Background: an optimization exercise with open tools, aiming at small area, a short achievable clock period and few clock cycles per item. Do not read the settings as production practice. Function was checked by simulation only, so behaviour that the tests miss may differ from the original. Power is estimated from default activity; no workload was simulated.

// execute_mc
module execute_mc #(
  parameter int N      = 64,
  parameter int MUL_EN = 1
) (
  input  logic         clk,
  input  logic         reset,
  input  logic         valid_E,
  input  logic         flush_E,
  input  logic         AluSrc,
  input  logic [3:0]   AluControl,
  input  logic         MulOp,
  input  logic [N-1:0] PC_E,
  input  logic [N-1:0] signImm_E,
  input  logic [N-1:0] readData1_E,
  input  logic [N-1:0] readData2_E,
  output logic         stall_E,
  output logic [N-1:0] PCBranch_M,
  output logic [N-1:0] aluResult_M,
  output logic [N-1:0] writeData_M,
  output logic         zero_M,
  output logic         valid_M
);
Size in the first run: about 5,600 cells after synthesis, about 41,000 sq um of cells after synthesis.
clock: 7.0 ns
lec_check: 0
abc_area: 1
cap_margin: 20
core_margin: 2
core_utilization: 55
setup_slack_margin: 3.7
slew_margin: 20
tns_end_percent: 5
standard.sh (not shown) runs the stock make flow with config.mk's settings and CLKGATE_MAP_FILE= SYNTH_SCRIPT=/design/flow/synth_recipe.tcl, a recipe that flattens the netlist after the stock synthesis.
==> flow/flow/run.sh <==
#!/bin/bash
set -euo pipefail
export BUFFER_PORTS_ARGS="-buffer_cell sky130_fd_sc_hd__buf_1"
R=orfs/results/sky130hd/execute_mc/base
bash standard.sh synth > synth.log 2>&1
cp $R/1_2_yosys.v $R/1_2_yosys.synth.v
python3 flow/polarity.py $R/1_2_yosys.synth.v $R/1_2_yosys.v > polarity.log 2>&1
rm -f $R/1_synth.odb
bash standard.sh > finish.log 2>&1
Other scripts of this flow, unchanged in this note and not shown: flow/flow/polarity.py
The first run passed the timing, design-rule and antenna checks.
Testbench counts at the start, summed over its fixed seeds: cycles 38,096, instrs 24,000.
Edit:
--- a/flow/flow/run.sh
+++ b/flow/flow/run.sh
@@ -5 +5 @@
-bash standard.sh synth > synth.log 2>&1
+bash standard.sh MATCH_CELL_FOOTPRINT=0 synth > synth.log 2>&1
@@ -9 +9 @@
-bash standard.sh > finish.log 2>&1
+bash standard.sh MATCH_CELL_FOOTPRINT=0 finish > finish.log 2>&1
Utilization went up by 1.5 points.
Cell count rose by 0.93%.
Sequential cell count stays the same.
Non-clock buffer count came out higher by 66.
Setup slack improves by 74 ps.
Hold slack gets worse by 15 ps.

Setup of job 1384:
Another version of the RTL of execute_mc (not shown whole).
Size: ~460 I/O pins, ~39,000 um2 of cells after synthesis.
==> flow/config.mk <==
export PLATFORM = sky130hd
export DESIGN_NAME = execute_mc
export DESIGN_NICKNAME = execute_mc
export VERILOG_FILES = /design/flow/design.v
export SDC_FILE = /design/flow/constraint.sdc
export NUM_CORES = 4
export LEC_CHECK = 0
export ABC_AREA = 1
export CAP_MARGIN = 20
export CORE_MARGIN = 2
export CORE_UTILIZATION = 55
export SETUP_SLACK_MARGIN = 3.8
export SLEW_MARGIN = 20
export TNS_END_PERCENT = 30
==> flow/constraint.sdc <==
create_clock -name core_clock -period 7.0 [get_ports {clk}]
set_input_delay 1.4000 -clock core_clock [delete_from_list [all_inputs] [get_ports {clk}]]
set_output_delay 1.4000 -clock core_clock [all_outputs]
set_load 0.01 [all_outputs]
==> flow/flow/run.sh <==
#!/bin/bash
set -euo pipefail
export BUFFER_PORTS_ARGS="-buffer_cell sky130_fd_sc_hd__buf_1"
R=orfs/results/sky130hd/execute_mc/base
bash standard.sh MATCH_CELL_FOOTPRINT=0 synth > synth.log 2>&1
cp $R/1_2_yosys.v $R/1_2_yosys.synth.v
python3 flow/polarity.py $R/1_2_yosys.synth.v $R/1_2_yosys.v > polarity.log 2>&1
rm -f $R/1_synth.odb
bash standard.sh MATCH_CELL_FOOTPRINT=0 finish > finish.log 2>&1
Other scripts of this flow, unchanged in this note and not shown: flow/flow/polarity.py
Testbench counts of job 1384, summed over its fixed seeds: cycles 38,096, instrs 24,000.
Relative to job 1384, the following input files were edited for job 9929:
--- a/flow/config.mk
+++ b/flow/config.mk
@@ -11,4 +11,4 @@
 export CORE_UTILIZATION = 55
-export SETUP_SLACK_MARGIN = 3.8
+export SETUP_SLACK_MARGIN = 3.7
 export SLEW_MARGIN = 20
-export TNS_END_PERCENT = 30
+export TNS_END_PERCENT = 5
Every stage of the flow completed for job 9929, and the final layout passed the timing, design-rule and antenna checks.
Job 1384 finished every step from synthesis to the final layout, and the layout passed the timing, design-rule and antenna checks.
Comparing insertion delay to the later sink of the worst-skew pair for job 9929 and job 1384, the bigger number came from job 9929.
Looking only at share of cell area taken by flip-flops and latches, and setting everything else aside, the lower value of job 9929 and job 1384 goes to job 1384.
For relative area of clock buffers and inverters in the final design, job 9929 and job 1384 come out practically identical.
In job 9929, total wirelength of the detailed-routed design is lower than in job 1384.
Edits applied to the flow inputs when going from job 9929 to job 4041:
--- a/flow/config.mk
+++ b/flow/config.mk
@@ -10,3 +10,3 @@
 export CORE_MARGIN = 2
-export CORE_UTILIZATION = 55
+export CORE_UTILIZATION = 62
 export SETUP_SLACK_MARGIN = 3.7
[summary]
- Compared with job 9929, job 4041 shows global-route wire length before repair that has gone down by a few percent.
- Per the comparison of job 4041 with job 9929, maximum resistive drop on vdd shows a reduction of 0.075 mV, final total power shows a reduction of 0.58 mW, total negative setup slack shows no meaningful change.
Input changes introduced in job 5130 (baseline for comparison: job 4041):
--- a/flow/config.mk
+++ b/flow/config.mk
@@ -10,3 +10,3 @@
 export CORE_MARGIN = 2
-export CORE_UTILIZATION = 62
+export CORE_UTILIZATION = 66
 export SETUP_SLACK_MARGIN = 3.7
==> comparison <==
Run status, job 5130: aborted in global routing, error GRT-0232. In the flow results for job 5130 and job 4041, the final weighted congestion in routability-driven placement is larger on job 5130. Between job 5130 and job 4041, the difference in number of buffers on the longest clock path is negligible. There was hardly any difference in synthesized instance count between job 4041 and job 5130. Job 5130: starting utilization of the core area 4.2 points above job 4041. Delta (job 5130 minus job 4041): die width saw a decrease, number of levels in the clock H-tree saw little to no change. For the post-placement setup slack, job 5130 came in 0.059 ns higher than job 4041 did. On number of placed I/O pins, job 5130 tracks job 4041 almost exactly.
What job 3644 does differently from job 5130 at the input level:
--- a/flow/config.mk
+++ b/flow/config.mk
@@ -10,3 +10,3 @@
 export CORE_MARGIN = 2
-export CORE_UTILIZATION = 66
+export CORE_UTILIZATION = 70
 export SETUP_SLACK_MARGIN = 3.7
Results
Job 5130: aborted in global routing (tool error). Job 3644 did not make it past global routing, where a tool error ended it. Sort job 3644 and job 5130 by count of placed standard cells including taps desc -> top: job 5130. Job 3644 and job 5130 ended up with nearly the same post-placement worst setup slack. As far as CTS H-tree depth goes, job 3644 and job 5130 are indistinguishable; the numbers are identical. In job 3644 relative to job 5130, number of buffers added for setup after CTS had gone up by more than half. | floorplan die width | job 3644 vs job 5130 | 2.9% lower |. Higher number of standard-cell rows in the floorplan was reported by job 5130, not job 3644. As far as area of placed instances is concerned, job 5130 and job 3644 perform about the same. Across both runs, estimated wirelength of the detail-placed design was higher for job 3644 than for job 5130.

[re-timing with driven ports]
The results above use ideal ports. As a check the final layouts listed here were re-extracted and re-timed, cells and wires unchanged.
Step 1: set_driving_cell puts a clkbuf_16 on clk and a buf_2 on each other input, an assumption about the parent block.
Step 2 moves the port delays by t, midway between the first and last clock arrival at a register: inputs arrive t later, outputs are due t later. That takes back most of the time a late clock gives input paths.
Slacks: ideal / step 1 / step 2; pairs: ideal / step 1.
run | t (ns) | setup WS [ns] | worst setup path after step 2 | clock arrival spread, ns | cell pins on the clock port's net
the first run of note 1 | 0.655 | 3.014 / 2.921 / 2.266 | input to register | 0.036 / 0.036 | 1
the second run of note 1 | 0.675 | 3.088 / 2.957 / 2.282 | input to register | 0.051 / 0.050 | 1
job 1384 | 0.660 | 3.099 / 3.099 / 2.561 | input to register | 0.032 / 0.032 | 1
job 9929 | 0.667 | 3.116 / 3.043 / 2.682 | input to register | 0.046 / 0.046 | 1
job 4041 | 0.663 | 3.112 / 3.109 / 2.527 | input to register | 0.037 / 0.038 | 1
After both steps every run listed still meets setup and hold. For the second run of note 1, which loses most, drivers alone change the setup slack by -0.131 ns; drivers and shift together by -0.806 ns.
